What follows belongs to an exercise in optimizing a design on an open flow for small area; a production flow would make more cautious choices.
In this exercise RTL edits were held to simulation tests only and were not proved equivalent to the original.
Power is estimated from default activity; no workload was simulated.

==> flow/design.v <==
package matrix_pkg;
    localparam int ELEM_W = 4;                    
    localparam int RES_W  = 9;                    
    typedef logic signed [ELEM_W-1:0] elem_t;     
    typedef logic signed [RES_W-1:0]  res_t;      
    typedef struct packed {
        elem_t m11;                               
        elem_t m12;                               
        elem_t m21;                               
        elem_t m22;                               
    } mat_in_t;
    typedef struct packed {
        res_t m11;
        res_t m12;
        res_t m21;
        res_t m22;
    } mat_out_t;
    typedef enum logic [2:0] {
        OP_ADD       = 3'd0,                      
        OP_SUB       = 3'd1,                      
        OP_SCALE     = 3'd2,                      
        OP_MUL       = 3'd3,                      
        OP_TRANSPOSE = 3'd4,                      
        OP_ADJ       = 3'd5,                      
        OP_DET       = 3'd6                       
    } op_t;
    typedef struct packed {
        mat_out_t sum;                            
        mat_out_t diff;                           
        mat_out_t scaled;                         
    } ew_results_t;
    function automatic res_t widen(input elem_t e);
        res_t w;
        w = e;                                    
        widen = w;
    endfunction
    function automatic mat_out_t widen_mat(input mat_in_t m);
        mat_out_t w;
        w.m11 = widen(m.m11);
        w.m12 = widen(m.m12);
        w.m21 = widen(m.m21);
        w.m22 = widen(m.m22);
        widen_mat = w;
    endfunction
endpackage
`timescale 1ns/1ps
module csa_fa (
    input  logic a,
    input  logic b,
    input  logic c,
    output logic s,
    output logic co
);
    assign s  = a ^ b ^ c;
    assign co = (a & b) | (a & c) | (b & c);
endmodule
module csa_ha (
    input  logic a,
    input  logic b,
    output logic s,
    output logic co
);
    assign s  = a ^ b;
    assign co = a & b;
endmodule
module pp_nor (
    input  logic an,
    input  logic bn,
    output logic y
);
    assign y = ~(an | bn);
endmodule
module out_and (
    input  logic a,
    input  logic b,
    output logic y
);
    assign y = a & b;
endmodule
module sel4 (
    input  logic [3:0] s,
    input  logic [3:0] d,
    output logic       y
);
    assign y = |(s & d);
endmodule
module sel5 (
    input  logic [4:0] s,
    input  logic [4:0] d,
    output logic       y
);
    assign y = |(s & d);
endmodule
module sel2 (
    input  logic [1:0] s,
    input  logic [1:0] d,
    output logic       y
);
    assign y = |(s & d);
endmodule
module csa_xnor (
    input  logic a,
    input  logic b,
    output logic y
);
    assign y = ~(a ^ b);
endmodule
module csa_or (
    input  logic a,
    input  logic b,
    output logic y
);
    assign y = a | b;
endmodule
`timescale 1ns/1ps
module matrix_alu (
    input  logic        clk,
    input  logic        reset,
    input  logic        start,
    input  logic [2:0]  op,
    input  logic [15:0] a,
    input  logic [15:0] b,
    input  logic [3:0]  scalar,
    output logic [35:0] result,
    output logic [8:0]  det,
    output logic        singular,
    output logic        done
);
    logic [2:0]  opr;       
    logic [15:0] ar;        
    logic [15:0] br;        
    always_ff @(posedge clk) begin
        if (reset) done <= 1'b0;
        else       done <= start;
    end
    always_ff @(posedge clk) begin
        if (reset)      opr <= 3'd7;
        else if (start) opr <= (op == 3'd7) ? 3'd6 : op;
    end
    logic ld, hd, ld_r, hd_r;
    assign ld   = start;
    assign hd   = ~start;
    assign ld_r = start & ~reset;                   
    assign hd_r = ~start & ~reset;
    logic [15:0] ar_d;
    for (genvar k = 0; k < 16; k++) begin : g_ain
        if (k >= 8) begin : g_r
            sel2 u_a (.s({ld_r, hd_r}), .d({a[k], ar[k]}), .y(ar_d[k]));
        end else begin : g_n
            sel2 u_a (.s({ld, hd}), .d({a[k], ar[k]}), .y(ar_d[k]));
        end
    end
    logic sel_b, sel_s, sel_t, sel_d, sel_o;
    assign sel_s = start & (op == 3'd2);
    assign sel_t = start & (op == 3'd4);
    assign sel_d = start & (op == 3'd5);
    assign sel_b = start & ~((op == 3'd2) | (op == 3'd4) | (op == 3'd5));    
    assign sel_o = start & ~((op == 3'd4) | (op == 3'd5));                   
    logic [15:0] br_d;
    for (genvar k = 0; k < 4; k++) begin : g_bin
        sel5 u_11 (.s({sel_b, sel_s, sel_t, sel_d, hd}),
                   .d({b[12 + k], scalar[k], a[12 + k], a[k], br[12 + k]}), .y(br_d[12 + k]));
        sel4 u_12 (.s({sel_o, sel_t, sel_d, hd}),
                   .d({b[8 + k], a[4 + k], a[8 + k], br[8 + k]}), .y(br_d[8 + k]));
        sel4 u_21 (.s({sel_o, sel_t, sel_d, hd}),
                   .d({b[4 + k], a[8 + k], a[4 + k], br[4 + k]}), .y(br_d[4 + k]));
        sel5 u_22 (.s({sel_b, sel_s, sel_t, sel_d, hd}),
                   .d({b[k], scalar[k], a[k], a[12 + k], br[k]}), .y(br_d[k]));
    end
    always_ff @(posedge clk) begin
        ar <= ar_d;
        br <= br_d;
    end
    logic [3:0] a11, a12, a21, a22, b11, b12, b21, b22;
    assign {a11, a12, a21, a22} = ar;
    assign {b11, b12, b21, b22} = br;
    logic f01, f23, f3, en, cin_d, cin_o, kill;
    assign f01   = (opr[2:1] == 2'b00);
    assign f23   = (opr[2:1] == 2'b01);
    assign f3    = (opr == 3'd3);
    assign en    = ~opr[1];
    assign cin_d = (opr == 3'd1);
    assign cin_o = (opr[1:0] == 2'b01);
    logic [3:0] y11, y12, y21, y22;
    assign y11 = ({4{f23}} & b11) | {3'b000, f01};
    assign y22 = ({4{f23}} & b22) | {3'b000, f01};
    assign y12 = {4{f3}} & b12;
    assign y21 = {4{f3}} & b21;
    logic [3:0] v11, v12, v21, v22;
    assign v11 = {4{en}} & (b11 ^ {4{cin_d}});
    assign v12 = {4{en}} & (b12 ^ {4{cin_o}});
    assign v21 = {4{en}} & (b21 ^ {4{cin_o}});
    assign v22 = {4{en}} & (b22 ^ {4{cin_d}});
    logic [8:0] p11, p12, p21, p22;
    logic [7:0] dv;
    wire [3:0] a11_n = ~a11;
    wire [3:0] a12_n = ~a12;
    wire [3:0] a21_n = ~a21;
    wire [3:0] a22_n = ~a22;
    wire [3:0] y11_n = ~y11;
    wire [3:0] y12_n = ~y12;
    wire [3:0] y21_n = ~y21;
    wire [3:0] y22_n = ~y22;
    wire pp_a110_y110;
    pp_nor u_pp_a110_y110 (.an(a11_n[0]), .bn(y11_n[0]), .y(pp_a110_y110));
    wire pp_a110_y111;
    pp_nor u_pp_a110_y111 (.an(a11_n[0]), .bn(y11_n[1]), .y(pp_a110_y111));
    wire pp_a110_y112;
    pp_nor u_pp_a110_y112 (.an(a11_n[0]), .bn(y11_n[2]), .y(pp_a110_y112));
    wire pp_a111_y110;
    pp_nor u_pp_a111_y110 (.an(a11_n[1]), .bn(y11_n[0]), .y(pp_a111_y110));
    wire pp_a111_y111;
    pp_nor u_pp_a111_y111 (.an(a11_n[1]), .bn(y11_n[1]), .y(pp_a111_y111));
    wire pp_a111_y112;
    pp_nor u_pp_a111_y112 (.an(a11_n[1]), .bn(y11_n[2]), .y(pp_a111_y112));
    wire pp_a112_y110;
    pp_nor u_pp_a112_y110 (.an(a11_n[2]), .bn(y11_n[0]), .y(pp_a112_y110));
    wire pp_a112_y111;
    pp_nor u_pp_a112_y111 (.an(a11_n[2]), .bn(y11_n[1]), .y(pp_a112_y111));
    wire pp_a112_y112;
    pp_nor u_pp_a112_y112 (.an(a11_n[2]), .bn(y11_n[2]), .y(pp_a112_y112));
    wire pp_a113_y113;
    pp_nor u_pp_a113_y113 (.an(a11_n[3]), .bn(y11_n[3]), .y(pp_a113_y113));
    wire pp_a120_y211;
    pp_nor u_pp_a120_y211 (.an(a12_n[0]), .bn(y21_n[1]), .y(pp_a120_y211));
    wire pp_a120_y212;
    pp_nor u_pp_a120_y212 (.an(a12_n[0]), .bn(y21_n[2]), .y(pp_a120_y212));
    wire pp_a121_y211;
    pp_nor u_pp_a121_y211 (.an(a12_n[1]), .bn(y21_n[1]), .y(pp_a121_y211));
    wire pp_a121_y212;
    pp_nor u_pp_a121_y212 (.an(a12_n[1]), .bn(y21_n[2]), .y(pp_a121_y212));
    wire pp_a122_y211;
    pp_nor u_pp_a122_y211 (.an(a12_n[2]), .bn(y21_n[1]), .y(pp_a122_y211));
    wire pp_a122_y212;
    pp_nor u_pp_a122_y212 (.an(a12_n[2]), .bn(y21_n[2]), .y(pp_a122_y212));
    wire pp_a123_y213;
    pp_nor u_pp_a123_y213 (.an(a12_n[3]), .bn(y21_n[3]), .y(pp_a123_y213));
    wire p11_0, p11_1;
    csa_fa u_p11_0 (.a(pp_a110_y110), .b(((a12[0] & y21[0]) | v11[0])), .c(cin_d), .s(p11_0), .co(p11_1));
    wire p11_2, p11_3;
    csa_fa u_p11_2 (.a(pp_a110_y111), .b(pp_a111_y110), .c(pp_a120_y211), .s(p11_2), .co(p11_3));
    wire p11_4, p11_5;
    csa_fa u_p11_4 (.a(((a12[1] & y21[0]) | v11[1])), .b(p11_1), .c(p11_2), .s(p11_4), .co(p11_5));
    wire p11_6, p11_7;
    csa_fa u_p11_6 (.a(pp_a110_y112), .b(pp_a111_y111), .c(pp_a112_y110), .s(p11_6), .co(p11_7));
    wire p11_8, p11_9;
    csa_fa u_p11_8 (.a(pp_a120_y212), .b(pp_a121_y211), .c(((a12[2] & y21[0]) | v11[2])), .s(p11_8), .co(p11_9));
    wire p11_10, p11_11;
    csa_fa u_p11_10 (.a(p11_3), .b(p11_6), .c(p11_8), .s(p11_10), .co(p11_11));
    wire p11_12, p11_13;
    csa_ha u_p11_12 (.a(p11_5), .b(p11_10), .s(p11_12), .co(p11_13));
    wire p11_14, p11_15;
    csa_fa u_p11_14 (.a(~(a11[0] & y11[3])), .b(pp_a111_y112), .c(pp_a112_y111), .s(p11_14), .co(p11_15));
    wire p11_16, p11_17;
    csa_fa u_p11_16 (.a(~(a11[3] & y11[0])), .b(~(a12[0] & y21[3])), .c(pp_a121_y212), .s(p11_16), .co(p11_17));
    wire p11_18, p11_19;
    csa_fa u_p11_18 (.a(pp_a122_y211), .b(~((a12[3] & y21[0]) | v11[3])), .c(p11_7), .s(p11_18), .co(p11_19));
    wire p11_20, p11_21;
    csa_fa u_p11_20 (.a(p11_9), .b(p11_14), .c(p11_16), .s(p11_20), .co(p11_21));
    wire p11_22, p11_23;
    csa_fa u_p11_22 (.a(p11_11), .b(p11_18), .c(p11_20), .s(p11_22), .co(p11_23));
    wire p11_24, p11_25;
    csa_ha u_p11_24 (.a(p11_13), .b(p11_22), .s(p11_24), .co(p11_25));
    wire p11_26, p11_27;
    csa_fa u_p11_26 (.a(~(a11[1] & y11[3])), .b(pp_a112_y112), .c(~(a11[3] & y11[1])), .s(p11_26), .co(p11_27));
    wire p11_28, p11_29;
    csa_fa u_p11_28 (.a(~(a12[1] & y21[3])), .b(pp_a122_y212), .c(~(a12[3] & y21[1])), .s(p11_28), .co(p11_29));
    wire p11_30, p11_31;
    csa_fa u_p11_30 (.a(p11_15), .b(p11_17), .c(p11_26), .s(p11_30), .co(p11_31));
    wire p11_32, p11_33;
    csa_fa u_p11_32 (.a(p11_28), .b(p11_19), .c(p11_21), .s(p11_32), .co(p11_33));
    wire p11_34, p11_35;
    csa_fa u_p11_34 (.a(p11_30), .b(p11_32), .c(p11_23), .s(p11_34), .co(p11_35));
    wire p11_36, p11_37;
    csa_ha u_p11_36 (.a(p11_25), .b(p11_34), .s(p11_36), .co(p11_37));
    wire p11_38, p11_39;
    csa_xnor u_p11_38 (.a(~(a11[2] & y11[3])), .b(~(a11[3] & y11[2])), .y(p11_38));
    csa_or u_p11_39 (.a(~(a11[2] & y11[3])), .b(~(a11[3] & y11[2])), .y(p11_39));
    wire p11_40, p11_41;
    csa_fa u_p11_40 (.a(~(a12[2] & y21[3])), .b(~(a12[3] & y21[2])), .c(p11_38), .s(p11_40), .co(p11_41));
    wire p11_42, p11_43;
    csa_fa u_p11_42 (.a(p11_27), .b(p11_29), .c(p11_40), .s(p11_42), .co(p11_43));
    wire p11_44, p11_45;
    csa_fa u_p11_44 (.a(p11_31), .b(p11_42), .c(p11_33), .s(p11_44), .co(p11_45));
    wire p11_46, p11_47;
    csa_fa u_p11_46 (.a(p11_44), .b(p11_35), .c(p11_37), .s(p11_46), .co(p11_47));
    wire p11_48, p11_49;
    csa_fa u_p11_48 (.a(pp_a113_y113), .b(pp_a123_y213), .c(p11_39), .s(p11_48), .co(p11_49));
    wire p11_50, p11_51;
    csa_fa u_p11_50 (.a(p11_41), .b(p11_48), .c(p11_43), .s(p11_50), .co(p11_51));
    wire p11_52, p11_53;
    csa_fa u_p11_52 (.a(p11_50), .b(p11_45), .c(p11_47), .s(p11_52), .co(p11_53));
    wire p11_54, p11_55;
    csa_fa u_p11_54 (.a(p11_49), .b(p11_51), .c(p11_53), .s(p11_54), .co(p11_55));
    wire p11_56 = ~p11_55;
    wire pp_a110_y121;
    pp_nor u_pp_a110_y121 (.an(a11_n[0]), .bn(y12_n[1]), .y(pp_a110_y121));
    wire pp_a110_y122;
    pp_nor u_pp_a110_y122 (.an(a11_n[0]), .bn(y12_n[2]), .y(pp_a110_y122));
    wire pp_a111_y121;
    pp_nor u_pp_a111_y121 (.an(a11_n[1]), .bn(y12_n[1]), .y(pp_a111_y121));
    wire pp_a111_y122;
    pp_nor u_pp_a111_y122 (.an(a11_n[1]), .bn(y12_n[2]), .y(pp_a111_y122));
    wire pp_a112_y121;
    pp_nor u_pp_a112_y121 (.an(a11_n[2]), .bn(y12_n[1]), .y(pp_a112_y121));
    wire pp_a112_y122;
    pp_nor u_pp_a112_y122 (.an(a11_n[2]), .bn(y12_n[2]), .y(pp_a112_y122));
    wire pp_a113_y123;
    pp_nor u_pp_a113_y123 (.an(a11_n[3]), .bn(y12_n[3]), .y(pp_a113_y123));
    wire pp_a120_y220;
    pp_nor u_pp_a120_y220 (.an(a12_n[0]), .bn(y22_n[0]), .y(pp_a120_y220));
    wire pp_a120_y221;
    pp_nor u_pp_a120_y221 (.an(a12_n[0]), .bn(y22_n[1]), .y(pp_a120_y221));
    wire pp_a120_y222;
    pp_nor u_pp_a120_y222 (.an(a12_n[0]), .bn(y22_n[2]), .y(pp_a120_y222));
    wire pp_a121_y220;
    pp_nor u_pp_a121_y220 (.an(a12_n[1]), .bn(y22_n[0]), .y(pp_a121_y220));
    wire pp_a121_y221;
    pp_nor u_pp_a121_y221 (.an(a12_n[1]), .bn(y22_n[1]), .y(pp_a121_y221));
    wire pp_a121_y222;
    pp_nor u_pp_a121_y222 (.an(a12_n[1]), .bn(y22_n[2]), .y(pp_a121_y222));
    wire pp_a122_y220;
    pp_nor u_pp_a122_y220 (.an(a12_n[2]), .bn(y22_n[0]), .y(pp_a122_y220));
    wire pp_a122_y221;
    pp_nor u_pp_a122_y221 (.an(a12_n[2]), .bn(y22_n[1]), .y(pp_a122_y221));
    wire pp_a122_y222;
    pp_nor u_pp_a122_y222 (.an(a12_n[2]), .bn(y22_n[2]), .y(pp_a122_y222));
    wire pp_a123_y223;
    pp_nor u_pp_a123_y223 (.an(a12_n[3]), .bn(y22_n[3]), .y(pp_a123_y223));
    wire p12_57, p12_58;
    csa_fa u_p12_57 (.a(((a11[0] & y12[0]) | v12[0])), .b(pp_a120_y220), .c(cin_o), .s(p12_57), .co(p12_58));
    wire p12_59, p12_60;
    csa_fa u_p12_59 (.a(pp_a110_y121), .b(((a11[1] & y12[0]) | v12[1])), .c(pp_a120_y221), .s(p12_59), .co(p12_60));
    wire p12_61, p12_62;
    csa_fa u_p12_61 (.a(pp_a121_y220), .b(p12_58), .c(p12_59), .s(p12_61), .co(p12_62));
    wire p12_63, p12_64;
    csa_fa u_p12_63 (.a(pp_a110_y122), .b(pp_a111_y121), .c(((a11[2] & y12[0]) | v12[2])), .s(p12_63), .co(p12_64));
    wire p12_65, p12_66;
    csa_fa u_p12_65 (.a(pp_a120_y222), .b(pp_a121_y221), .c(pp_a122_y220), .s(p12_65), .co(p12_66));
    wire p12_67, p12_68;
    csa_fa u_p12_67 (.a(p12_60), .b(p12_63), .c(p12_65), .s(p12_67), .co(p12_68));
    wire p12_69, p12_70;
    csa_ha u_p12_69 (.a(p12_62), .b(p12_67), .s(p12_69), .co(p12_70));
    wire p12_71, p12_72;
    csa_fa u_p12_71 (.a(~(a11[0] & y12[3])), .b(pp_a111_y122), .c(pp_a112_y121), .s(p12_71), .co(p12_72));
    wire p12_73, p12_74;
    csa_fa u_p12_73 (.a(~((a11[3] & y12[0]) | v12[3])), .b(~(a12[0] & y22[3])), .c(pp_a121_y222), .s(p12_73), .co(p12_74));
    wire p12_75, p12_76;
    csa_fa u_p12_75 (.a(pp_a122_y221), .b(~(a12[3] & y22[0])), .c(p12_64), .s(p12_75), .co(p12_76));
    wire p12_77, p12_78;
    csa_fa u_p12_77 (.a(p12_66), .b(p12_71), .c(p12_73), .s(p12_77), .co(p12_78));
    wire p12_79, p12_80;
    csa_fa u_p12_79 (.a(p12_68), .b(p12_75), .c(p12_77), .s(p12_79), .co(p12_80));
    wire p12_81, p12_82;
    csa_ha u_p12_81 (.a(p12_70), .b(p12_79), .s(p12_81), .co(p12_82));
    wire p12_83, p12_84;
    csa_fa u_p12_83 (.a(~(a11[1] & y12[3])), .b(pp_a112_y122), .c(~(a11[3] & y12[1])), .s(p12_83), .co(p12_84));
    wire p12_85, p12_86;
    csa_fa u_p12_85 (.a(~(a12[1] & y22[3])), .b(pp_a122_y222), .c(~(a12[3] & y22[1])), .s(p12_85), .co(p12_86));
    wire p12_87, p12_88;
    csa_fa u_p12_87 (.a(p12_72), .b(p12_74), .c(p12_83), .s(p12_87), .co(p12_88));
    wire p12_89, p12_90;
    csa_fa u_p12_89 (.a(p12_85), .b(p12_76), .c(p12_78), .s(p12_89), .co(p12_90));
    wire p12_91, p12_92;
    csa_fa u_p12_91 (.a(p12_87), .b(p12_89), .c(p12_80), .s(p12_91), .co(p12_92));
    wire p12_93, p12_94;
    csa_ha u_p12_93 (.a(p12_82), .b(p12_91), .s(p12_93), .co(p12_94));
    wire p12_95, p12_96;
    csa_xnor u_p12_95 (.a(~(a11[2] & y12[3])), .b(~(a11[3] & y12[2])), .y(p12_95));
    csa_or u_p12_96 (.a(~(a11[2] & y12[3])), .b(~(a11[3] & y12[2])), .y(p12_96));
    wire p12_97, p12_98;
    csa_fa u_p12_97 (.a(~(a12[2] & y22[3])), .b(~(a12[3] & y22[2])), .c(p12_95), .s(p12_97), .co(p12_98));
    wire p12_99, p12_100;
    csa_fa u_p12_99 (.a(p12_84), .b(p12_86), .c(p12_97), .s(p12_99), .co(p12_100));
    wire p12_101, p12_102;
    csa_fa u_p12_101 (.a(p12_88), .b(p12_99), .c(p12_90), .s(p12_101), .co(p12_102));
    wire p12_103, p12_104;
    csa_fa u_p12_103 (.a(p12_101), .b(p12_92), .c(p12_94), .s(p12_103), .co(p12_104));
    wire p12_105, p12_106;
    csa_fa u_p12_105 (.a(pp_a113_y123), .b(pp_a123_y223), .c(p12_96), .s(p12_105), .co(p12_106));
    wire p12_107, p12_108;
    csa_fa u_p12_107 (.a(p12_98), .b(p12_105), .c(p12_100), .s(p12_107), .co(p12_108));
    wire p12_109, p12_110;
    csa_fa u_p12_109 (.a(p12_107), .b(p12_102), .c(p12_104), .s(p12_109), .co(p12_110));
    wire p12_111, p12_112;
    csa_fa u_p12_111 (.a(p12_106), .b(p12_108), .c(p12_110), .s(p12_111), .co(p12_112));
    wire p12_113 = ~p12_112;
    wire pp_a210_y110;
    pp_nor u_pp_a210_y110 (.an(a21_n[0]), .bn(y11_n[0]), .y(pp_a210_y110));
    wire pp_a210_y111;
    pp_nor u_pp_a210_y111 (.an(a21_n[0]), .bn(y11_n[1]), .y(pp_a210_y111));
    wire pp_a210_y112;
    pp_nor u_pp_a210_y112 (.an(a21_n[0]), .bn(y11_n[2]), .y(pp_a210_y112));
    wire pp_a211_y110;
    pp_nor u_pp_a211_y110 (.an(a21_n[1]), .bn(y11_n[0]), .y(pp_a211_y110));
    wire pp_a211_y111;
    pp_nor u_pp_a211_y111 (.an(a21_n[1]), .bn(y11_n[1]), .y(pp_a211_y111));
    wire pp_a211_y112;
    pp_nor u_pp_a211_y112 (.an(a21_n[1]), .bn(y11_n[2]), .y(pp_a211_y112));
    wire pp_a212_y110;
    pp_nor u_pp_a212_y110 (.an(a21_n[2]), .bn(y11_n[0]), .y(pp_a212_y110));
    wire pp_a212_y111;
    pp_nor u_pp_a212_y111 (.an(a21_n[2]), .bn(y11_n[1]), .y(pp_a212_y111));
    wire pp_a212_y112;
    pp_nor u_pp_a212_y112 (.an(a21_n[2]), .bn(y11_n[2]), .y(pp_a212_y112));
    wire pp_a213_y113;
    pp_nor u_pp_a213_y113 (.an(a21_n[3]), .bn(y11_n[3]), .y(pp_a213_y113));
    wire pp_a220_y211;
    pp_nor u_pp_a220_y211 (.an(a22_n[0]), .bn(y21_n[1]), .y(pp_a220_y211));
    wire pp_a220_y212;
    pp_nor u_pp_a220_y212 (.an(a22_n[0]), .bn(y21_n[2]), .y(pp_a220_y212));
    wire pp_a221_y211;
    pp_nor u_pp_a221_y211 (.an(a22_n[1]), .bn(y21_n[1]), .y(pp_a221_y211));
    wire pp_a221_y212;
    pp_nor u_pp_a221_y212 (.an(a22_n[1]), .bn(y21_n[2]), .y(pp_a221_y212));
    wire pp_a222_y211;
    pp_nor u_pp_a222_y211 (.an(a22_n[2]), .bn(y21_n[1]), .y(pp_a222_y211));
    wire pp_a222_y212;
    pp_nor u_pp_a222_y212 (.an(a22_n[2]), .bn(y21_n[2]), .y(pp_a222_y212));
    wire pp_a223_y213;
    pp_nor u_pp_a223_y213 (.an(a22_n[3]), .bn(y21_n[3]), .y(pp_a223_y213));
    wire p21_114, p21_115;
    csa_fa u_p21_114 (.a(pp_a210_y110), .b(((a22[0] & y21[0]) | v21[0])), .c(cin_o), .s(p21_114), .co(p21_115));
    wire p21_116, p21_117;
    csa_fa u_p21_116 (.a(pp_a210_y111), .b(pp_a211_y110), .c(pp_a220_y211), .s(p21_116), .co(p21_117));
    wire p21_118, p21_119;
    csa_fa u_p21_118 (.a(((a22[1] & y21[0]) | v21[1])), .b(p21_115), .c(p21_116), .s(p21_118), .co(p21_119));
    wire p21_120, p21_121;
    csa_fa u_p21_120 (.a(pp_a210_y112), .b(pp_a211_y111), .c(pp_a212_y110), .s(p21_120), .co(p21_121));
    wire p21_122, p21_123;
    csa_fa u_p21_122 (.a(pp_a220_y212), .b(pp_a221_y211), .c(((a22[2] & y21[0]) | v21[2])), .s(p21_122), .co(p21_123));
    wire p21_124, p21_125;
    csa_fa u_p21_124 (.a(p21_117), .b(p21_120), .c(p21_122), .s(p21_124), .co(p21_125));
    wire p21_126, p21_127;
    csa_ha u_p21_126 (.a(p21_119), .b(p21_124), .s(p21_126), .co(p21_127));
    wire p21_128, p21_129;
    csa_fa u_p21_128 (.a(~(a21[0] & y11[3])), .b(pp_a211_y112), .c(pp_a212_y111), .s(p21_128), .co(p21_129));
    wire p21_130, p21_131;
    csa_fa u_p21_130 (.a(~(a21[3] & y11[0])), .b(~(a22[0] & y21[3])), .c(pp_a221_y212), .s(p21_130), .co(p21_131));
    wire p21_132, p21_133;
    csa_fa u_p21_132 (.a(pp_a222_y211), .b(~((a22[3] & y21[0]) | v21[3])), .c(p21_121), .s(p21_132), .co(p21_133));
    wire p21_134, p21_135;
    csa_fa u_p21_134 (.a(p21_123), .b(p21_128), .c(p21_130), .s(p21_134), .co(p21_135));
    wire p21_136, p21_137;
    csa_fa u_p21_136 (.a(p21_125), .b(p21_132), .c(p21_134), .s(p21_136), .co(p21_137));
    wire p21_138, p21_139;
    csa_ha u_p21_138 (.a(p21_127), .b(p21_136), .s(p21_138), .co(p21_139));
    wire p21_140, p21_141;
    csa_fa u_p21_140 (.a(~(a21[1] & y11[3])), .b(pp_a212_y112), .c(~(a21[3] & y11[1])), .s(p21_140), .co(p21_141));
    wire p21_142, p21_143;
    csa_fa u_p21_142 (.a(~(a22[1] & y21[3])), .b(pp_a222_y212), .c(~(a22[3] & y21[1])), .s(p21_142), .co(p21_143));
    wire p21_144, p21_145;
    csa_fa u_p21_144 (.a(p21_129), .b(p21_131), .c(p21_140), .s(p21_144), .co(p21_145));
    wire p21_146, p21_147;
    csa_fa u_p21_146 (.a(p21_142), .b(p21_133), .c(p21_135), .s(p21_146), .co(p21_147));
    wire p21_148, p21_149;
    csa_fa u_p21_148 (.a(p21_144), .b(p21_146), .c(p21_137), .s(p21_148), .co(p21_149));
    wire p21_150, p21_151;
    csa_ha u_p21_150 (.a(p21_139), .b(p21_148), .s(p21_150), .co(p21_151));
    wire p21_152, p21_153;
    csa_xnor u_p21_152 (.a(~(a21[2] & y11[3])), .b(~(a21[3] & y11[2])), .y(p21_152));
    csa_or u_p21_153 (.a(~(a21[2] & y11[3])), .b(~(a21[3] & y11[2])), .y(p21_153));
    wire p21_154, p21_155;
    csa_fa u_p21_154 (.a(~(a22[2] & y21[3])), .b(~(a22[3] & y21[2])), .c(p21_152), .s(p21_154), .co(p21_155));
    wire p21_156, p21_157;
    csa_fa u_p21_156 (.a(p21_141), .b(p21_143), .c(p21_154), .s(p21_156), .co(p21_157));
    wire p21_158, p21_159;
    csa_fa u_p21_158 (.a(p21_145), .b(p21_156), .c(p21_147), .s(p21_158), .co(p21_159));
    wire p21_160, p21_161;
    csa_fa u_p21_160 (.a(p21_158), .b(p21_149), .c(p21_151), .s(p21_160), .co(p21_161));
    wire p21_162, p21_163;
    csa_fa u_p21_162 (.a(pp_a213_y113), .b(pp_a223_y213), .c(p21_153), .s(p21_162), .co(p21_163));
    wire p21_164, p21_165;
    csa_fa u_p21_164 (.a(p21_155), .b(p21_162), .c(p21_157), .s(p21_164), .co(p21_165));
    wire p21_166, p21_167;
    csa_fa u_p21_166 (.a(p21_164), .b(p21_159), .c(p21_161), .s(p21_166), .co(p21_167));
    wire p21_168, p21_169;
    csa_fa u_p21_168 (.a(p21_163), .b(p21_165), .c(p21_167), .s(p21_168), .co(p21_169));
    wire p21_170 = ~p21_169;
    wire pp_a210_y121;
    pp_nor u_pp_a210_y121 (.an(a21_n[0]), .bn(y12_n[1]), .y(pp_a210_y121));
    wire pp_a210_y122;
    pp_nor u_pp_a210_y122 (.an(a21_n[0]), .bn(y12_n[2]), .y(pp_a210_y122));
    wire pp_a211_y121;
    pp_nor u_pp_a211_y121 (.an(a21_n[1]), .bn(y12_n[1]), .y(pp_a211_y121));
    wire pp_a211_y122;
    pp_nor u_pp_a211_y122 (.an(a21_n[1]), .bn(y12_n[2]), .y(pp_a211_y122));
    wire pp_a212_y121;
    pp_nor u_pp_a212_y121 (.an(a21_n[2]), .bn(y12_n[1]), .y(pp_a212_y121));
    wire pp_a212_y122;
    pp_nor u_pp_a212_y122 (.an(a21_n[2]), .bn(y12_n[2]), .y(pp_a212_y122));
    wire pp_a213_y123;
    pp_nor u_pp_a213_y123 (.an(a21_n[3]), .bn(y12_n[3]), .y(pp_a213_y123));
    wire pp_a220_y220;
    pp_nor u_pp_a220_y220 (.an(a22_n[0]), .bn(y22_n[0]), .y(pp_a220_y220));
    wire pp_a220_y221;
    pp_nor u_pp_a220_y221 (.an(a22_n[0]), .bn(y22_n[1]), .y(pp_a220_y221));
    wire pp_a220_y222;
    pp_nor u_pp_a220_y222 (.an(a22_n[0]), .bn(y22_n[2]), .y(pp_a220_y222));
    wire pp_a221_y220;
    pp_nor u_pp_a221_y220 (.an(a22_n[1]), .bn(y22_n[0]), .y(pp_a221_y220));
    wire pp_a221_y221;
    pp_nor u_pp_a221_y221 (.an(a22_n[1]), .bn(y22_n[1]), .y(pp_a221_y221));
    wire pp_a221_y222;
    pp_nor u_pp_a221_y222 (.an(a22_n[1]), .bn(y22_n[2]), .y(pp_a221_y222));
    wire pp_a222_y220;
    pp_nor u_pp_a222_y220 (.an(a22_n[2]), .bn(y22_n[0]), .y(pp_a222_y220));
    wire pp_a222_y221;
    pp_nor u_pp_a222_y221 (.an(a22_n[2]), .bn(y22_n[1]), .y(pp_a222_y221));
    wire pp_a222_y222;
    pp_nor u_pp_a222_y222 (.an(a22_n[2]), .bn(y22_n[2]), .y(pp_a222_y222));
    wire pp_a223_y223;
    pp_nor u_pp_a223_y223 (.an(a22_n[3]), .bn(y22_n[3]), .y(pp_a223_y223));
    wire p22_171, p22_172;
    csa_fa u_p22_171 (.a(((a21[0] & y12[0]) | v22[0])), .b(pp_a220_y220), .c(cin_d), .s(p22_171), .co(p22_172));
    wire p22_173, p22_174;
    csa_fa u_p22_173 (.a(pp_a210_y121), .b(((a21[1] & y12[0]) | v22[1])), .c(pp_a220_y221), .s(p22_173), .co(p22_174));
    wire p22_175, p22_176;
    csa_fa u_p22_175 (.a(pp_a221_y220), .b(p22_172), .c(p22_173), .s(p22_175), .co(p22_176));
    wire p22_177, p22_178;
    csa_fa u_p22_177 (.a(pp_a210_y122), .b(pp_a211_y121), .c(((a21[2] & y12[0]) | v22[2])), .s(p22_177), .co(p22_178));
    wire p22_179, p22_180;
    csa_fa u_p22_179 (.a(pp_a220_y222), .b(pp_a221_y221), .c(pp_a222_y220), .s(p22_179), .co(p22_180));
    wire p22_181, p22_182;
    csa_fa u_p22_181 (.a(p22_174), .b(p22_177), .c(p22_179), .s(p22_181), .co(p22_182));
    wire p22_183, p22_184;
    csa_ha u_p22_183 (.a(p22_176), .b(p22_181), .s(p22_183), .co(p22_184));
    wire p22_185, p22_186;
    csa_fa u_p22_185 (.a(~(a21[0] & y12[3])), .b(pp_a211_y122), .c(pp_a212_y121), .s(p22_185), .co(p22_186));
    wire p22_187, p22_188;
    csa_fa u_p22_187 (.a(~((a21[3] & y12[0]) | v22[3])), .b(~(a22[0] & y22[3])), .c(pp_a221_y222), .s(p22_187), .co(p22_188));
    wire p22_189, p22_190;
    csa_fa u_p22_189 (.a(pp_a222_y221), .b(~(a22[3] & y22[0])), .c(p22_178), .s(p22_189), .co(p22_190));
    wire p22_191, p22_192;
    csa_fa u_p22_191 (.a(p22_180), .b(p22_185), .c(p22_187), .s(p22_191), .co(p22_192));
    wire p22_193, p22_194;
    csa_fa u_p22_193 (.a(p22_182), .b(p22_189), .c(p22_191), .s(p22_193), .co(p22_194));
    wire p22_195, p22_196;
    csa_ha u_p22_195 (.a(p22_184), .b(p22_193), .s(p22_195), .co(p22_196));
    wire p22_197, p22_198;
    csa_fa u_p22_197 (.a(~(a21[1] & y12[3])), .b(pp_a212_y122), .c(~(a21[3] & y12[1])), .s(p22_197), .co(p22_198));
    wire p22_199, p22_200;
    csa_fa u_p22_199 (.a(~(a22[1] & y22[3])), .b(pp_a222_y222), .c(~(a22[3] & y22[1])), .s(p22_199), .co(p22_200));
    wire p22_201, p22_202;
    csa_fa u_p22_201 (.a(p22_186), .b(p22_188), .c(p22_197), .s(p22_201), .co(p22_202));
    wire p22_203, p22_204;
    csa_fa u_p22_203 (.a(p22_199), .b(p22_190), .c(p22_192), .s(p22_203), .co(p22_204));
    wire p22_205, p22_206;
    csa_fa u_p22_205 (.a(p22_201), .b(p22_203), .c(p22_194), .s(p22_205), .co(p22_206));
    wire p22_207, p22_208;
    csa_ha u_p22_207 (.a(p22_196), .b(p22_205), .s(p22_207), .co(p22_208));
    wire p22_209, p22_210;
    csa_xnor u_p22_209 (.a(~(a21[2] & y12[3])), .b(~(a21[3] & y12[2])), .y(p22_209));
    csa_or u_p22_210 (.a(~(a21[2] & y12[3])), .b(~(a21[3] & y12[2])), .y(p22_210));
    wire p22_211, p22_212;
    csa_fa u_p22_211 (.a(~(a22[2] & y22[3])), .b(~(a22[3] & y22[2])), .c(p22_209), .s(p22_211), .co(p22_212));
    wire p22_213, p22_214;
    csa_fa u_p22_213 (.a(p22_198), .b(p22_200), .c(p22_211), .s(p22_213), .co(p22_214));
    wire p22_215, p22_216;
    csa_fa u_p22_215 (.a(p22_202), .b(p22_213), .c(p22_204), .s(p22_215), .co(p22_216));
    wire p22_217, p22_218;
    csa_fa u_p22_217 (.a(p22_215), .b(p22_206), .c(p22_208), .s(p22_217), .co(p22_218));
    wire p22_219, p22_220;
    csa_fa u_p22_219 (.a(pp_a213_y123), .b(pp_a223_y223), .c(p22_210), .s(p22_219), .co(p22_220));
    wire p22_221, p22_222;
    csa_fa u_p22_221 (.a(p22_212), .b(p22_219), .c(p22_214), .s(p22_221), .co(p22_222));
    wire p22_223, p22_224;
    csa_fa u_p22_223 (.a(p22_221), .b(p22_216), .c(p22_218), .s(p22_223), .co(p22_224));
    wire p22_225, p22_226;
    csa_fa u_p22_225 (.a(p22_220), .b(p22_222), .c(p22_224), .s(p22_225), .co(p22_226));
    wire p22_227 = ~p22_226;
    wire pp_a110_a220;
    pp_nor u_pp_a110_a220 (.an(a11_n[0]), .bn(a22_n[0]), .y(pp_a110_a220));
    wire pp_a110_a221;
    pp_nor u_pp_a110_a221 (.an(a11_n[0]), .bn(a22_n[1]), .y(pp_a110_a221));
    wire pp_a110_a222;
    pp_nor u_pp_a110_a222 (.an(a11_n[0]), .bn(a22_n[2]), .y(pp_a110_a222));
    wire pp_a111_a220;
    pp_nor u_pp_a111_a220 (.an(a11_n[1]), .bn(a22_n[0]), .y(pp_a111_a220));
    wire pp_a111_a221;
    pp_nor u_pp_a111_a221 (.an(a11_n[1]), .bn(a22_n[1]), .y(pp_a111_a221));
    wire pp_a111_a222;
    pp_nor u_pp_a111_a222 (.an(a11_n[1]), .bn(a22_n[2]), .y(pp_a111_a222));
    wire pp_a112_a220;
    pp_nor u_pp_a112_a220 (.an(a11_n[2]), .bn(a22_n[0]), .y(pp_a112_a220));
    wire pp_a112_a221;
    pp_nor u_pp_a112_a221 (.an(a11_n[2]), .bn(a22_n[1]), .y(pp_a112_a221));
    wire pp_a112_a222;
    pp_nor u_pp_a112_a222 (.an(a11_n[2]), .bn(a22_n[2]), .y(pp_a112_a222));
    wire pp_a113_a223;
    pp_nor u_pp_a113_a223 (.an(a11_n[3]), .bn(a22_n[3]), .y(pp_a113_a223));
    wire pp_a120_a213;
    pp_nor u_pp_a120_a213 (.an(a12_n[0]), .bn(a21_n[3]), .y(pp_a120_a213));
    wire pp_a121_a213;
    pp_nor u_pp_a121_a213 (.an(a12_n[1]), .bn(a21_n[3]), .y(pp_a121_a213));
    wire pp_a122_a213;
    pp_nor u_pp_a122_a213 (.an(a12_n[2]), .bn(a21_n[3]), .y(pp_a122_a213));
    wire pp_a123_a210;
    pp_nor u_pp_a123_a210 (.an(a12_n[3]), .bn(a21_n[0]), .y(pp_a123_a210));
    wire pp_a123_a211;
    pp_nor u_pp_a123_a211 (.an(a12_n[3]), .bn(a21_n[1]), .y(pp_a123_a211));
    wire pp_a123_a212;
    pp_nor u_pp_a123_a212 (.an(a12_n[3]), .bn(a21_n[2]), .y(pp_a123_a212));
    wire d_228, d_229;
    csa_xnor u_d_228 (.a(pp_a110_a220), .b(~(a12[0] & a21[0])), .y(d_228));
    csa_or u_d_229 (.a(pp_a110_a220), .b(~(a12[0] & a21[0])), .y(d_229));
    wire d_230, d_231;
    csa_xnor u_d_230 (.a(pp_a110_a221), .b(pp_a111_a220), .y(d_230));
    csa_or u_d_231 (.a(pp_a110_a221), .b(pp_a111_a220), .y(d_231));
    wire d_232, d_233;
    csa_fa u_d_232 (.a(~(a12[0] & a21[1])), .b(~(a12[1] & a21[0])), .c(d_229), .s(d_232), .co(d_233));
    wire d_234, d_235;
    csa_ha u_d_234 (.a(d_230), .b(d_232), .s(d_234), .co(d_235));
    wire d_236, d_237;
    csa_xnor u_d_236 (.a(pp_a110_a222), .b(pp_a111_a221), .y(d_236));
    csa_or u_d_237 (.a(pp_a110_a222), .b(pp_a111_a221), .y(d_237));
    wire d_238, d_239;
    csa_fa u_d_238 (.a(pp_a112_a220), .b(~(a12[0] & a21[2])), .c(~(a12[1] & a21[1])), .s(d_238), .co(d_239));
    wire d_240, d_241;
    csa_fa u_d_240 (.a(~(a12[2] & a21[0])), .b(d_231), .c(d_236), .s(d_240), .co(d_241));
    wire d_242, d_243;
    csa_fa u_d_242 (.a(d_238), .b(d_233), .c(d_240), .s(d_242), .co(d_243));
    wire d_244, d_245;
    csa_ha u_d_244 (.a(d_235), .b(d_242), .s(d_244), .co(d_245));
    wire d_246, d_247;
    csa_xnor u_d_246 (.a(~(a11[0] & a22[3])), .b(pp_a111_a222), .y(d_246));
    csa_or u_d_247 (.a(~(a11[0] & a22[3])), .b(pp_a111_a222), .y(d_247));
    wire d_248, d_249;
    csa_fa u_d_248 (.a(pp_a112_a221), .b(~(a11[3] & a22[0])), .c(pp_a120_a213), .s(d_248), .co(d_249));
    wire d_250, d_251;
    csa_fa u_d_250 (.a(~(a12[1] & a21[2])), .b(~(a12[2] & a21[1])), .c(pp_a123_a210), .s(d_250), .co(d_251));
    wire d_252, d_253;
    csa_fa u_d_252 (.a(d_237), .b(d_246), .c(d_239), .s(d_252), .co(d_253));
    wire d_254, d_255;
    csa_fa u_d_254 (.a(d_248), .b(d_250), .c(d_241), .s(d_254), .co(d_255));
    wire d_256, d_257;
    csa_fa u_d_256 (.a(d_252), .b(d_254), .c(d_243), .s(d_256), .co(d_257));
    wire d_258, d_259;
    csa_ha u_d_258 (.a(d_245), .b(d_256), .s(d_258), .co(d_259));
    wire d_260, d_261;
    csa_xnor u_d_260 (.a(~(a11[1] & a22[3])), .b(pp_a112_a222), .y(d_260));
    csa_or u_d_261 (.a(~(a11[1] & a22[3])), .b(pp_a112_a222), .y(d_261));
    wire d_262, d_263;
    csa_fa u_d_262 (.a(~(a11[3] & a22[1])), .b(pp_a121_a213), .c(~(a12[2] & a21[2])), .s(d_262), .co(d_263));
    wire d_264, d_265;
    csa_fa u_d_264 (.a(pp_a123_a211), .b(d_247), .c(d_260), .s(d_264), .co(d_265));
    wire d_266, d_267;
    csa_fa u_d_266 (.a(d_249), .b(d_251), .c(d_262), .s(d_266), .co(d_267));
    wire d_268, d_269;
    csa_fa u_d_268 (.a(d_264), .b(d_253), .c(d_266), .s(d_268), .co(d_269));
    wire d_270, d_271;
    csa_fa u_d_270 (.a(d_255), .b(d_268), .c(d_257), .s(d_270), .co(d_271));
    wire d_272, d_273;
    csa_ha u_d_272 (.a(d_259), .b(d_270), .s(d_272), .co(d_273));
    wire d_274, d_275;
    csa_fa u_d_274 (.a(~(a11[2] & a22[3])), .b(~(a11[3] & a22[2])), .c(pp_a122_a213), .s(d_274), .co(d_275));
    wire d_276, d_277;
    csa_fa u_d_276 (.a(pp_a123_a212), .b(d_261), .c(d_263), .s(d_276), .co(d_277));
    wire d_278, d_279;
    csa_fa u_d_278 (.a(d_274), .b(d_265), .c(d_267), .s(d_278), .co(d_279));
    wire d_280, d_281;
    csa_fa u_d_280 (.a(d_276), .b(d_278), .c(d_269), .s(d_280), .co(d_281));
    wire d_282, d_283;
    csa_fa u_d_282 (.a(d_280), .b(d_271), .c(d_273), .s(d_282), .co(d_283));
    wire d_284, d_285;
    csa_fa u_d_284 (.a(pp_a113_a223), .b(~(a12[3] & a21[3])), .c(d_275), .s(d_284), .co(d_285));
    wire d_286, d_287;
    csa_fa u_d_286 (.a(d_277), .b(d_284), .c(d_279), .s(d_286), .co(d_287));
    wire d_288, d_289;
    csa_fa u_d_288 (.a(d_286), .b(d_281), .c(d_283), .s(d_288), .co(d_289));
    wire d_290 = d_285 ^ d_287;
    wire d_291 = d_290 ^ d_289;
    assign p11 = {p11_56, p11_54, p11_52, p11_46, p11_36, p11_24, p11_12, p11_4, p11_0};
    assign p12 = {p12_113, p12_111, p12_109, p12_103, p12_93, p12_81, p12_69, p12_61, p12_57};
    assign p21 = {p21_170, p21_168, p21_166, p21_160, p21_150, p21_138, p21_126, p21_118, p21_114};
    assign p22 = {p22_227, p22_225, p22_223, p22_217, p22_207, p22_195, p22_183, p22_175, p22_171};
    assign dv = {d_291, d_288, d_282, d_272, d_258, d_244, d_234, d_228};
    logic zero_det;
    assign zero_det = (dv == 8'd0);
    assign kill     = (opr == 3'd5) & zero_det;
    logic        keep;
    logic [35:0] p_all;
    assign keep  = ~kill;
    assign p_all = {p11, p12, p21, p22};
    for (genvar i = 0; i < 36; i++) begin : g_res
        out_and u_and (.a(p_all[i]), .b(keep), .y(result[i]));
    end
    assign det      = {dv[7], dv};
    assign singular = zero_det & (opr != 3'd7);
endmodule
==> flow/flow/run.sh <==
#!/bin/bash
set -euo pipefail
cd "$(dirname "$0")/.."
export BUFFER_PORTS_ARGS="-buffer_cell sky130_fd_sc_hd__buf_1"
export CTS_ARGS="-sink_clustering_enable -repair_clock_nets -buf_list sky130_fd_sc_hd__clkbuf_4 -dont_use_dummy_load"
export GLOBAL_PLACEMENT_ARGS="-keep_resize_below_overflow 0"
bash standard.sh > standard.log 2>&1
==> flow/standard.sh <==
#!/bin/bash
# synth_recipe.tcl (not shown) runs the flow's synth.tcl, then flattens the netlist and writes it again
# the make line also repeats each setting of config.mk as NAME=value (left out here)
make -C /OpenROAD-flow-scripts/flow DESIGN_CONFIG=/design/flow/config.mk WORK_HOME=/design/flow/orfs CLKGATE_MAP_FILE= SYNTH_SCRIPT=/design/flow/synth_recipe.tcl "${@:-finish}"
==> flow/config.mk <==
export PLATFORM = sky130hd
export DESIGN_NAME = matrix_alu
export DESIGN_NICKNAME = matrix_alu
export VERILOG_FILES = /design/flow/design.v
export SDC_FILE = /design/flow/constraint.sdc
export NUM_CORES = 4
export LEC_CHECK = 0
export CAP_MARGIN = 20
export CORE_MARGIN = 2
export CORE_UTILIZATION = 40
export SLEW_MARGIN = 20
export SYNTH_HIERARCHICAL = 1
==> flow/constraint.sdc <==
create_clock -name core_clock -period 8.0 [get_ports {clk}]
set_input_delay 1.6000 -clock core_clock [delete_from_list [all_inputs] [get_ports {clk}]]
set_output_delay 1.6000 -clock core_clock [all_outputs]
set_load 0.01 [all_outputs]
==> flow_summary.ini <==
[die]
coreArea_mm2 = 0.0133
rows = 42
die_h_um = 121
boundaryPins = 89
die_w_um = 121
start_util_pct = 41.3
dieArea_mm2 = 0.0148

[synthesis]
synth_cell_types = 32
yosysWarningCount = 7
synth_cells = 586
syn-num-nets = 762
syn_area_per_cell_um2 = 9.42
synth_area_mm2 = 0.00552
ys_ff_latch = 36
yosysSeqAreaShare_pct = 13.1

[final_layout]
antenna_cells = 0
multi_input_area_mm2 = 0.00454
area_growth_pct = 8.03
stdcell_area_mm2 = 0.00596
layout_common_cells = fa_1, nand2_1, nor2_1, buf_1, and2_1
nets = 830
drive_gt1_share_pct = 1.69
fillers = 1402
layout_commonest_cell = fa_1
regArea_um2 = 722

[grt]
antenna_found_initial = 0
grt_max_degree = 43
grt_usage_pct = 23.2
overflow = 0
grt_pass1_wl_mm = 25.9
grt_pass1_vias = 4623

[timing]
layout_setup_ws_ns = 0.472
min_period_ns = 7.53
worstMarginPinSlew_ns = 0.843
hold_ws_ns = 0.606
fin_crit_sh_pct = 94.1
hold_viol_final = 0
setup_viol = 0
tns_ns = 0
final-max-slew-violation-count = 0
finClkSkew_ns = 0
slew_headroom_pct = 43.7
rsz0062_at_grt = no
max_freq_ghz = 0.133

[setup_path]
worst_ep_required_time_ns = 6.40
cp-start-kind = flop
crit_arrival_ns = 5.93
endpoint_kind = primary output
critPathKind = flop to primary output
critPathMaxFanout = 13

[route]
drt_drc_violations_left = 0
viasPerCell = 5.51
ant_nets = 0
wl_per_cell_um = 19.7
routed_wl_mm = 16.3
first_pass_iters = 5
vias = 4564
drt_iter0_drc = 346

[placed_design]
globalplace.congestion = 0.937
place_ws_ns = 0.299
placed_area_mm2 = 0.00591
dpl.hpwl_mm = 13.4
portBuffers = 88

[clock_tree]
htreeDepth = 2
cts-root-buf = clkbuf_4
clockBufferDepth = 2
clkSinkCount = 36
clkSlewWorstSetupHoldPaths_ns = 0.11
worstSkewPairLatency_ns = 0.33
cts_tree = done
cts_setup_buffers = 0
hold_buffers = 0
cts_buffers = 5

[job]
maxCapViolCount = 0

[worst_hold_path]
worst_hold_path_type = flop to flop

[run_status]
status = finished clean

[power_and_ir_drop]
finalPower_mw = 0.900
powerDensity_mw_per_mm2 = 151
vdd_ir_drop_max_mv = 0.111
leakage_nw = 2.24
[kinds of logic (layout without fill, tap and decap cells)]
| family | Yosys count | after routing | synth area share (%) |
|---|---|---|---|
| AND/OR/NAND/NOR | 261 | 261 | 21.2 |
| XOR/XNOR | 19 | 19 | 3.02 |
| flip-flops | 36 | 36 | 13.1 |
| buffers and inverters | 56 | 122 | 4.83 |
| AO/OA/AOI/OAI | 80 | 80 | 11.4 |
| adder cells (fa/ha/maj) | 134 | 134 | 46.4 |
[worst max-delay path: stages, from the launching register on]
cell     delay (ns)
dfxtp_1        0.59
nor2b_4        0.46
and2_1         0.48
nand2_1        0.28
nor2_1         0.20
fa_1           0.46
fa_1           0.42
fa_1           0.53
fa_1           0.42
ha_1           0.21
fa_1           0.39
fa_1           0.40
fa_1           0.49
and2_1         0.11
buf_1          0.15
[final cells by class]
class | count | area share, %
sequential | 36 | 12.1
timing repair buffer | 88 | 5.54
clock buffer | 5 | 0.630
multi-input combinational | 494 | 76.2
tap | 176 | 3.69
inverter | 29 | 1.83
[registers in the layout, summed over array words and instances, names as in the netlist]
signal and cells:
ar 16, br 16, done 1, opr 3
[layer usage]
metal | wire (um) | vias to the layer above | track usage, %
li1 | - | 2062 | -
met1 | 7060 | 2266 | 33.5
met2 | 7630 | 208 | 37.0
met3 | 1230 | 28 | 2.87
met4 | 388 | 0 | 6.54
met5 | 0 | - | 0
[metrics by stage]
stage	cells	utilization, %
after global routing	828	44.7
after detailed placement	823	44.3
after global placement	823	44.3
after CTS	828	44.6
after floorplan	586	-
final	828	44.7
[cell usage after synthesis]
cell	number	area share, %
fa_1	118	43
nor2_1	91	6.2
nand2_1	89	6.1
and2_1	40	4.5
dfxtp_1	36	13
inv_1	29	2.0
a22oi_1	26	3.5
a22o_1	22	3.5
xnor2_1	19	3.0
ha_1	16	3.6
nand3_1	16	1.5
o22ai_1	14	1.6
clkbuf_1	10	0.68
buf_4	9	1.2
or2_1	9	1.0
a222oi_1	8	1.5
buf_2	5	0.45
nand2b_1	5	0.57
nor2b_1	4	0.45
a211o_1	3	0.48
a21oi_1	3	0.27
and3_1	2	0.23
buf_6	2	0.41
o22a_1	2	0.32
a311oi_1	1	0.16
clkbuf_2	1	0.091
nor2b_2	1	0.16
nor2b_4	1	0.25
nor3_1	1	0.091
nor4_1	1	0.11
o21a_1	1	0.14
or3_1	1	0.11
[Yosys stat by module, one instance, submodules excluded]
module,flops+latches,cells,copies in the design
csa_xnor,0,1,9
sel4,0,3,8
csa_fa,0,1,118
csa_ha,0,1,16
sel5,0,3,8
pp_nor,0,1,84
matrix_alu,36,250,1
out_and,0,1,36
csa_or,0,1,9
sel2,0,1,16
[path summary, 6_finish.rpt]
| kind | from | cells past startpoint | slack (ns) | end |
|---|---|---|---|---|
| setup / recovery | opr[0]$_SDFFE_PP1P_ | 14 | 0.47 | result[25] |
| hold / removal | br[3]$_DFF_P_ | 2 | 0.61 | br[3]$_DFF_P_ |
| setup reg to reg | opr[1]$_SDFFE_PP1P_ | 2 | 6.86 | opr[1]$_SDFFE_PP1P_ |
| hold reg to reg | br[3]$_DFF_P_ | 2 | 0.61 | br[3]$_DFF_P_ |
[power by group]
part | leakage [nW] | internal [mW] | switching [mW]
Combinational | 1.92 | 0.245 | 0.326
Clock | 0.0230 | 0.0294 | 0.0544
Sequential | 0.301 | 0.198 | 0.0473
Total | 2.24 | 0.472 | 0.428
[timing repair]
item / CTS / global route
resized for setup: 1 / 2
pin swaps: 0 / 0
endpoints found under the setup margin: 3 / 20

afterwards: timing with drivers on the ports:
The flow's constraints put no driver on any port. The routed layout listed below was extracted and timed again, unchanged, in two steps. Step 1 (the two cells are an assumption about what drives the block):
set clk [get_ports {clk}]
set_driving_cell -lib_cell sky130_fd_sc_hd__clkbuf_16 $clk
set_driving_cell -lib_cell sky130_fd_sc_hd__buf_2 [delete_from_list [all_inputs] $clk]
Step 2, shift: input delay + t, output delay - t, t = (earliest + latest rising clock arrival at the registers) / 2. This alone moves slack from input paths to output paths. a / b / c = ideal ports / drivers / drivers and shift; a / b = the first two.
shift t [ns]: 0.352
slack for setup (ns): 0.472 / 0.448 / 0.800
worst setup path after step 2: register to output
slew at the worst register clock pin (ns): 0.11 / 0.11
After both steps this run still meets setup and hold. The setup slack of this run moves by -0.024 ns with the drivers and by +0.328 ns with both steps.
